What follows belongs to an exercise in optimizing a design on an open flow for small area; a production flow would make more cautious choices.
RTL that was checked went through simulation tests only; none was proved equivalent to the original.
No driver is modelled on the clock port, so clocking that relies on it looks cheaper here than on a real chip.
Power and IR drop assume default switching activity.

## job 8720
==> module pe_idxdec, before the edit <==
module pe_idxdec (
  input  logic [3:0]  idx,
  output logic [15:0] sel_a,
  output logic [15:0] sel_b
);
  logic [3:0] lo_n, hi_n;
  pe_dec24n u_lo (.a(idx[1:0]), .yn(lo_n));
  pe_dec24n u_hi (.a(idx[3:2]), .yn(hi_n));
  for (genvar e = 0; e < 16; e++) begin : g_sel
    pe_nor2 ua (.a(lo_n[e % 4]), .b(hi_n[e / 4]), .y(sel_a[e]));
    pe_nor2 ub (.a(lo_n[e % 4]), .b(hi_n[e / 4]), .y(sel_b[e]));
  end
endmodule
==> module pe_array_drain, before the edit <==
module pe_array_drain
#(
  parameter int activation_width  = pe_array_pkg::DEF_ACTIVATION_WIDTH,
  parameter int accumulator_width = pe_array_pkg::DEF_ACCUMULATOR_WIDTH,
  parameter int array_x           = pe_array_pkg::DEF_ARRAY_X,
  parameter int array_y           = pe_array_pkg::DEF_ARRAY_Y,
  parameter int addr_width        = pe_array_pkg::DEF_ADDR_WIDTH
) (
  input  logic                                   clk,
  input  logic                                   rstn,
  input  logic                                   start,
  input  logic        [addr_width-1:0]           base_addr,
  input  logic        [$clog2(accumulator_width)-1:0] shift,
  input  logic        [array_x*array_y*accumulator_width-1:0] acc_in,
  output logic                                   pe_clear,
  output logic                                   wr_valid,
  input  logic                                   wr_ready,
  output logic        [addr_width-1:0]           wr_addr,
  output logic signed [activation_width-1:0]     wr_data,
  output logic                                   busy,
  output logic                                   done
);
  localparam int N     = array_x * array_y;
  localparam int IDX_W = $clog2(N);
  localparam int SH_W  = $clog2(accumulator_width);
  localparam logic [IDX_W-1:0] LAST = IDX_W'(N - 1);
  logic                                drain_q;
  logic [IDX_W-1:0]                    idx;
  logic [addr_width-1:0]               base_q;
  logic [SH_W-1:0]                     shift_q;
  logic signed [accumulator_width-1:0] snap [N];
  logic signed [activation_width-1:0]  q_w;
  logic                                hs;
  assign hs = drain_q & wr_ready;
  for (genvar gi = 0; gi < N; gi++) begin : g_snap
    always_ff @(posedge clk) begin
      if (!drain_q) snap[gi] <= acc_in[gi*accumulator_width +: accumulator_width];
    end
  end
  always_ff @(posedge clk) begin
    if (!drain_q) begin
      base_q  <= base_addr;
      shift_q <= shift;
    end
  end
  always_ff @(posedge clk or negedge rstn) begin
    if (!rstn)   idx <= '0;
    else if (hs) idx <= idx + IDX_W'(1);
  end
  always_ff @(posedge clk or negedge rstn) begin
    if (!rstn) begin
      drain_q  <= 1'b0;
      pe_clear <= 1'b0;
      done     <= 1'b0;
    end else begin
      pe_clear <= start & ~drain_q & ~done;
      done     <= hs & (idx == LAST);
      drain_q  <= drain_q ? ~(wr_ready & (idx == LAST)) : (start & ~done);
    end
  end
  assign wr_valid = drain_q;
  assign busy     = drain_q;
  logic [N-1:0]                 sel_a, sel_b;
  logic [accumulator_width-1:0] rd;
  pe_idxdec u_idxdec (.idx(idx), .sel_a(sel_a), .sel_b(sel_b));
  for (genvar b = 0; b < accumulator_width; b++) begin : g_rd
    logic [N-1:0] col;
    for (genvar e = 0; e < N; e++) begin : g_col
      assign col[e] = snap[e][b];
    end
    if (b < accumulator_width / 2) begin : g_a
      pe_rd16 u_rd (.s(sel_a), .d(col), .y(rd[b]));
    end else begin : g_b
      pe_rd16 u_rd (.s(sel_b), .d(col), .y(rd[b]));
    end
  end
  pe_requant_sat #(
    .activation_width (activation_width),
    .accumulator_width(accumulator_width)
  ) u_requant (
    .acc  (rd),
    .shift(shift_q),
    .q    (q_w)
  );
  assign wr_data = q_w;
  assign wr_addr = base_q + {{(addr_width-IDX_W){1'b0}}, idx};
endmodule
==> flow/config.mk <==
export PLATFORM = sky130hd
export DESIGN_NAME = pe_array_drain
export DESIGN_NICKNAME = pe_array_drain
export VERILOG_FILES = /design/flow/design.v
export SDC_FILE = /design/flow/constraint.sdc
export NUM_CORES = 4
export LEC_CHECK = 0
export CAP_MARGIN = 20
export CORE_MARGIN = 2
export CORE_UTILIZATION = 60
export PLACE_DENSITY = 0.75
export SLEW_MARGIN = 20
export SYNTH_HIERARCHICAL = 1
export SYNTH_MINIMUM_KEEP_SIZE = 0
==> flow/constraint.sdc <==
create_clock -name core_clock -period 10.0 [get_ports {clk}]
set_input_delay 2.0000 -clock core_clock [delete_from_list [all_inputs] [get_ports {clk}]]
set_output_delay 2.0000 -clock core_clock [all_outputs]
set_load 0.01 [all_outputs]
standard.sh (not shown) runs the stock make flow with config.mk's settings and CLKGATE_MAP_FILE= SYNTH_SCRIPT=/design/flow/synth_recipe.tcl, a recipe that flattens the netlist after the stock synthesis.
==> flow/flow/run.sh <==
#!/bin/bash
# Layout: the standard.sh (unchanged synthesis and flow scripts) with
#  - single-drive (buf_1) port buffers,
#  - a power-recovery resize pass after CTS (flow/post_cts.tcl).
# Each tool's log is under orfs/logs; make output in standard_*.log,
# trial CTS runs in cts_trial_*.log.
set -u
HERE=$(pwd)
export BUFFER_PORTS_ARGS="-buffer_cell sky130_fd_sc_hd__buf_1"
bash standard.sh place > standard_place.log 2>&1 || exit 1

RES=$HERE/orfs/results/sky130hd/pe_array_drain/base
export PLATFORM_LIB=$FLOW_HOME/platforms/sky130hd/lib/sky130_fd_sc_hd__tt_025C_1v80.lib
export PLACE_ODB=$RES/3_place.odb
export PLACE_SDC=$RES/3_place.sdc
export DONT_USE_LIST="sky130_fd_sc_hd__probe_p_8 sky130_fd_sc_hd__probec_p_8 sky130_fd_sc_hd__lpflow_*"
BASE="-sink_clustering_enable -repair_clock_nets -dont_use_dummy_load"
CFGS=(
  "-buf_list sky130_fd_sc_hd__clkbuf_8 -sink_clustering_size 30 -sink_clustering_max_diameter 100"
  "-buf_list sky130_fd_sc_hd__clkbuf_8 -sink_clustering_size 25 -sink_clustering_max_diameter 80"
  "-buf_list sky130_fd_sc_hd__clkbuf_8 -sink_clustering_size 20 -sink_clustering_max_diameter 60"
  "-buf_list sky130_fd_sc_hd__clkbuf_4 -sink_clustering_size 12 -sink_clustering_max_diameter 40"
  "-buf_list sky130_fd_sc_hd__clkbuf_8 -sink_clustering_size 15 -sink_clustering_max_diameter 50"
  "-buf_list sky130_fd_sc_hd__clkbuf_16 -sink_clustering_size 30 -sink_clustering_max_diameter 100"
  "-buf_list sky130_fd_sc_hd__clkbuf_16 -sink_clustering_size 30 -sink_clustering_max_diameter 60"
  "-buf_list sky130_fd_sc_hd__clkbuf_16 -sink_clustering_size 25 -sink_clustering_max_diameter 80"
)
for i in "${!CFGS[@]}"; do
  CTS_TRY_ARGS="$BASE ${CFGS[$i]}" openroad -no_init -no_splash -exit \
    $HERE/flow/cts_try.tcl > $HERE/cts_trial_$i.log 2>&1 &
  if (( (i + 1) % 4 == 0 )); then wait; fi
done
wait
best=""; best_area=1e9
for i in "${!CFGS[@]}"; do
  read -r _ area slew < <(grep '^CTS_TRIAL' $HERE/cts_trial_$i.log) || continue
  echo "trial $i: area $area slew $slew :: ${CFGS[$i]}" >> $HERE/cts_choice.log
  if awk -v s="$slew" -v a="$area" -v b="$best_area" 'BEGIN{exit !(s > 0 && s <= 0.115 && a < b)}'; then
    best=$i; best_area=$area
  fi
done
if [[ -n "$best" ]]; then
  export CTS_ARGS="$BASE ${CFGS[$best]}"
else
  export CTS_ARGS="$BASE -buf_list {sky130_fd_sc_hd__clkbuf_4 sky130_fd_sc_hd__clkbuf_8}"
fi
echo "chosen: $CTS_ARGS" >> $HERE/cts_choice.log
export POST_CTS_TCL=$HERE/flow/post_cts.tcl
bash standard.sh > standard_finish.log 2>&1
Other scripts of this flow, unchanged in this note and not shown: flow/flow/cts_try.tcl, flow/flow/post_cts.tcl
For job 501, these inputs were changed with respect to job 8720:
-- flow/design.v --
<<< job 8720, line 74
module pe_idxdec (
  input  logic [3:0]  idx,
  output logic [15:0] sel_a,
  output logic [15:0] sel_b
);
  logic [3:0] lo_n, hi_n;
>>> job 501, line 74
module pe_idxdec (
  input  logic [3:0]  idx,
  output logic [15:0] sel
);
  logic [3:0] lo_n, hi_n;
<<< job 8720, line 81
  pe_dec24n u_hi (.a(idx[3:2]), .yn(hi_n));
  for (genvar e = 0; e < 16; e++) begin : g_sel
    pe_nor2 ua (.a(lo_n[e % 4]), .b(hi_n[e / 4]), .y(sel_a[e]));
    pe_nor2 ub (.a(lo_n[e % 4]), .b(hi_n[e / 4]), .y(sel_b[e]));
  end
endmodule
>>> job 501, line 80
  pe_dec24n u_hi (.a(idx[3:2]), .yn(hi_n));
  for (genvar e = 0; e < 16; e++) begin : g_sel
    pe_nor2 u (.a(lo_n[e % 4]), .b(hi_n[e / 4]), .y(sel[e]));
  end
endmodule
<<< job 8720, line 259
  assign wr_valid = drain_q;
  assign busy     = drain_q;
  logic [N-1:0]                 sel_a, sel_b;
  logic [accumulator_width-1:0] rd;
  pe_idxdec u_idxdec (.idx(idx), .sel_a(sel_a), .sel_b(sel_b));
  for (genvar b = 0; b < accumulator_width; b++) begin : g_rd
    logic [N-1:0] col;
>>> job 501, line 257
  assign wr_valid = drain_q;
  assign busy     = drain_q;
  logic [N-1:0]                 sel;
  logic [accumulator_width-1:0] rd;
  pe_idxdec u_idxdec (.idx(idx), .sel(sel));
  for (genvar b = 0; b < accumulator_width; b++) begin : g_rd
    logic [N-1:0] col;
<<< job 8720, line 267
      assign col[e] = snap[e][b];
    end
    if (b < accumulator_width / 2) begin : g_a
      pe_rd16 u_rd (.s(sel_a), .d(col), .y(rd[b]));
    end else begin : g_b
      pe_rd16 u_rd (.s(sel_b), .d(col), .y(rd[b]));
    end
  end
  pe_requant_sat #(
>>> job 501, line 265
      assign col[e] = snap[e][b];
    end
    pe_rd16 u_rd (.s(sel), .d(col), .y(rd[b]));
  end
  pe_requant_sat #(
==> comparison <==
- Job 501 did not stop at any stage, and its layout met the timing, design-rule and antenna checks.
- Looking only at first-pass GRT wire length, and setting everything else aside, the lower value of job 8720 and job 501 goes to job 501.
- Wire length after detailed routing (job 501 over job 8720): decrease, about 4%
- Job 8720 → job 501: number of inserted filler cells in the final layout went down, post-route clock period utilization went up 9.1 points, cell area down 0.55%, clock latency on the worst-skew pair was more or less identical, sequential power flat.
- Lower post-placement setup slack goes to job 501 over job 8720.
- The run showing the greater maximum clock frequency is job 8720.
The RTL of job 8720 was laid out without a check of its function.

-- what the ideal ports hide --
No port has a modelled driver above. Below, the same layouts with a new extraction and two added sets of constraints.
Step 1 (the two cells are an assumption about what drives the block):
set clk [get_ports {clk}]
set_driving_cell -lib_cell sky130_fd_sc_hd__clkbuf_16 $clk
set_driving_cell -lib_cell sky130_fd_sc_hd__buf_2 [delete_from_list [all_inputs] $clk]
Step 2 adds t to the input delays and takes it off the output delays; t is the mean of the earliest and latest rising clock arrival at the registers after step 1. Input paths then give back, and output paths get back, about the clock's delay inside the block.
a / b / c = no drivers / after step 1 / after step 2; a / b = the first two.
| run | t, ns | slack for setup (ns) | worst hold slack (ns) | worst setup path after step 2 | worst slew at a driven data input, ns |
|---|---|---|---|---|---|
| job 8720 | 0.648 | 1.631 / 1.572 / 2.220 | 0.504 / 0.504 / 0.504 | register to output | 0.14 |
| job 501 | 0.648 | 0.721 / 0.661 / 1.309 | 0.550 / 0.550 / 0.550 | register to output | 0.14 |
After both steps setup and hold are still met in every run listed.
